Context: an optimization exercise on an open-source flow, tuned for small area and a short achievable clock period. The choices shown serve that exercise and are no tape-out recipe. In this exercise RTL edits were held to simulation tests only and were not proved equivalent to the original. Power is estimated from default activity; no workload was simulated.

==> exp/quartz: inputs <==
// dct2d
module dct2d (
  input  logic              clk,
  input  logic              rst_n,
  input  logic              x_valid,
  input  logic signed [7:0] x_data,
  output logic              y_valid,
  output logic signed [13:0] y_data
);
==> module transposeBuffer, before the edit <==
module transposeBuffer #(
  parameter int W = 10
) (
  input  logic                clk,
  input  logic                rst_n,
  input  logic                wrSoon,
  input  logic signed [W-1:0] wrData,
  output logic signed [W-1:0] rdData,
  output logic                rdValid
);
  logic signed [W-1:0] mem [64];
  logic [5:0]          wrPtr;
  logic                wrPar;
  logic [5:0]          wrAddr;
  logic                wrLast;
  logic [7:0]          wrHi, wrLo;
  logic [5:0]          rdPtr;
  logic                rdPar;
  logic                rdActive;
  logic [5:0]          rdAddr;
  logic                rdEn;
  logic [7:0]          rdHi, rdLo;
  logic [W-1:0]        rdOr;
  assign wrAddr = wrPar ? {wrPtr[2:0], wrPtr[5:3]} : wrPtr;
  always_comb begin
    logic [5:0] step;
    logic       par;
    if (wrLast) begin
      step = '0;
      par  = ~wrPar;
    end else begin
      step = rdPtr;
      par  = rdPar;
    end
    rdAddr = par ? step : {step[2:0], step[5:3]};
  end
  always_ff @(posedge clk or negedge rst_n) begin
    if (!rst_n) begin
      wrPtr    <= '0;
      wrPar    <= 1'b0;
      wrLast   <= 1'b0;
      rdPtr    <= '0;
      rdPar    <= 1'b0;
      rdActive <= 1'b0;
      rdEn     <= 1'b0;
      rdValid  <= 1'b0;
    end else begin
      wrLast <= wrSoon && (wrPtr == 6'd63);
      if (wrSoon) begin
        wrPtr <= wrPtr + 6'd1;
        if (wrPtr == 6'd63) wrPar <= ~wrPar;
      end
      if (wrLast) begin
        rdActive <= 1'b1;
        rdPtr    <= 6'd1;
        rdPar    <= ~wrPar;
      end else if (rdActive) begin
        rdPtr <= rdPtr + 6'd1;
        if (rdPtr == 6'd0) rdActive <= 1'b0;
      end
      rdEn    <= wrLast || (rdActive && rdPtr != 6'd0);
      rdValid <= rdEn;
    end
  end
  always_ff @(posedge clk) begin
    wrHi <= wrSoon ? 8'b1 << wrAddr[5:3] : 8'b0;
    if (wrSoon) wrLo <= 8'b1 << wrAddr[2:0];
    rdHi <= 8'b1 << rdAddr[5:3];
    rdLo <= 8'b1 << rdAddr[2:0];
  end
  always_ff @(posedge clk) begin
    for (int a = 0; a < 8; a++) begin
      for (int b = 0; b < 8; b++) begin
        if (wrHi[a] && wrLo[b]) mem[8*a+b] <= wrData;
      end
    end
  end
  logic [W-1:0] bankOr [8];
  always_comb begin
    rdOr = '0;
    for (int a = 0; a < 8; a++) begin
      bankOr[a] = '0;
      for (int b = 0; b < 8; b++) bankOr[a] = bankOr[a] | ({W{rdLo[b]}} & mem[8*a+b]);
      rdOr = rdOr | ({W{rdHi[a]}} & bankOr[a]);
    end
  end
  always_ff @(posedge clk) begin
    rdData <= rdOr;
  end
endmodule
clock: 7.0 ns
lec_check: 0
abc_clock_period_in_ps: 2500
cap_margin: 20
core_margin: 2
core_utilization: 45
cts_cluster_diameter: 100
cts_cluster_size: 24
setup_slack_margin: 4.5
slew_margin: 20
run.sh (not shown) runs the stock make flow with config.mk's settings and CLKGATE_MAP_FILE= SYNTH_SCRIPT=/design/flow/synth_recipe.tcl, a recipe that flattens the netlist after the stock synthesis.
==> inputs of exp/indigo, as changes to exp/quartz <==
--- a/flow/design.v
+++ b/flow/design.v
@@ -241,4 +241,5 @@
   logic                wrPar;
   logic [5:0]          wrAddr;
+  logic                wrEn;
   logic                wrLast;
   logic [7:0]          wrHi, wrLo;
@@ -267,4 +268,5 @@
       wrPtr    <= '0;
       wrPar    <= 1'b0;
+      wrEn     <= 1'b0;
       wrLast   <= 1'b0;
       rdPtr    <= '0;
@@ -274,4 +276,5 @@
       rdValid  <= 1'b0;
     end else begin
+      wrEn   <= wrSoon;
       wrLast <= wrSoon && (wrPtr == 6'd63);
       if (wrSoon) begin
@@ -292,6 +295,8 @@
   end
   always_ff @(posedge clk) begin
-    wrHi <= wrSoon ? 8'b1 << wrAddr[5:3] : 8'b0;
-    if (wrSoon) wrLo <= 8'b1 << wrAddr[2:0];
+    if (wrSoon) begin
+      wrHi <= 8'b1 << wrAddr[5:3];
+      wrLo <= 8'b1 << wrAddr[2:0];
+    end
     rdHi <= 8'b1 << rdAddr[5:3];
     rdLo <= 8'b1 << rdAddr[2:0];
@@ -300,15 +305,14 @@
     for (int a = 0; a < 8; a++) begin
       for (int b = 0; b < 8; b++) begin
-        if (wrHi[a] && wrLo[b]) mem[8*a+b] <= wrData;
+        if (wrEn && wrHi[a] && wrLo[b]) mem[8*a+b] <= wrData;
       end
     end
   end
-  logic [W-1:0] bankOr [8];
   always_comb begin
     rdOr = '0;
     for (int a = 0; a < 8; a++) begin
-      bankOr[a] = '0;
-      for (int b = 0; b < 8; b++) bankOr[a] = bankOr[a] | ({W{rdLo[b]}} & mem[8*a+b]);
-      rdOr = rdOr | ({W{rdHi[a]}} & bankOr[a]);
+      for (int b = 0; b < 8; b++) begin
+        rdOr = rdOr | ({W{rdHi[a] & rdLo[b]}} & mem[8*a+b]);
+      end
     end
   end
--- a/flow/config.mk
+++ b/flow/config.mk
@@ -6,5 +6,5 @@
 export NUM_CORES = 4
 export LEC_CHECK = 0
-export ABC_CLOCK_PERIOD_IN_PS = 2500
+export ABC_CLOCK_PERIOD_IN_PS = 2800
 export CAP_MARGIN = 20
 export CORE_MARGIN = 2
@@ -12,4 +12,4 @@
 export CTS_CLUSTER_DIAMETER = 100
 export CTS_CLUSTER_SIZE = 24
-export SETUP_SLACK_MARGIN = 4.5
+export SETUP_SLACK_MARGIN = 4.2
 export SLEW_MARGIN = 20
==> impl.org <==
** Outcome
- The run finished with no timing, DRC or antenna violations.

** Layout
- The filler cells instantiated in the layout total between 10000 and 15000.

** Timing
- Worst hold-check slack :: around 0.35 ns
- Headroom to the max-slew limit came out at 16.8%.

** Route
- Wire segments on met2 add up to 79600 µm in the final route.
- Pre-Repair DR Iteration Count :: 6

** Power
- The internal portion of the total power is between 20000 and 25000 µW.

** CTS
- Once the clock tree was built, the resizer swapped 45 gates to a different size.

** Global route
- The number of antenna violations at the first check in global routing is 8.
# the run above: exp/indigo

==> impl.org <==
** CTS
- Number of gates resized after cts :: between 200 and 300

** Route
- Per-cell via count in the routed design :: 5.41
- Dividing the detail-routed wire length by the instance count gives 21.1 µm.
- Summed over all layers, the routed wires come to ~150000 µm.
- The first TritonRoute pass finished after 7 iterations.

** Timing
- The tightest hold path in the finished design has a slack of about 0.35 ns.
- In this run the tightest slew margin relative to its limit is a little over two fifths.
- Unrepaired setup endpoints after global routing :: yes

** Outcome
- The run finished with no timing, DRC or antenna violations.

** Global route
- The number of antenna violations at the first check in global routing is 7.

** Yosys
- Summing the areas of all fa, ha and maj instances in the mapped netlist gives about 16% of the synthesized area.
- By area, the combinational part of the netlist is dominated by adder cells.

** Layout
- Number of fillers in the final layout :: about 13000

** Power
- Int Pwr :: 20900 µW

** Min path
- In this run the most critical hold path is launched from colPass.lineBuf[3][0].
# the run above: exp/quartz

[re-timing with driven ports]
How much do the figures lean on ideal ports? The routed layouts below were timed once more, with nothing changed but the port constraints.
Step 1 sets driving cells, clkbuf_16 on the clock port and buf_2 on the other inputs (assumed; they add their load-dependent delay and slew).
Step 2 moves the port delays by t, midway between the first and last clock arrival at a register: inputs arrive t later, outputs are due t later. That takes back most of the time a late clock gives input paths.
a / b / c = no drivers / after step 1 / after step 2; a / b = the first two.
run	t (ns)	setup slack, ns	latest minus earliest clock arrival (ns)
exp/quartz	0.767	4.216 / 4.216 / 3.889	0.036 / 0.036
exp/indigo	0.781	4.040 / 4.040 / 3.694	0.085 / 0.085
After both steps setup and hold are still met in every run listed. For exp/indigo, which loses most, drivers alone change the setup slack by 0.000 ns; drivers and shift together by -0.346 ns.
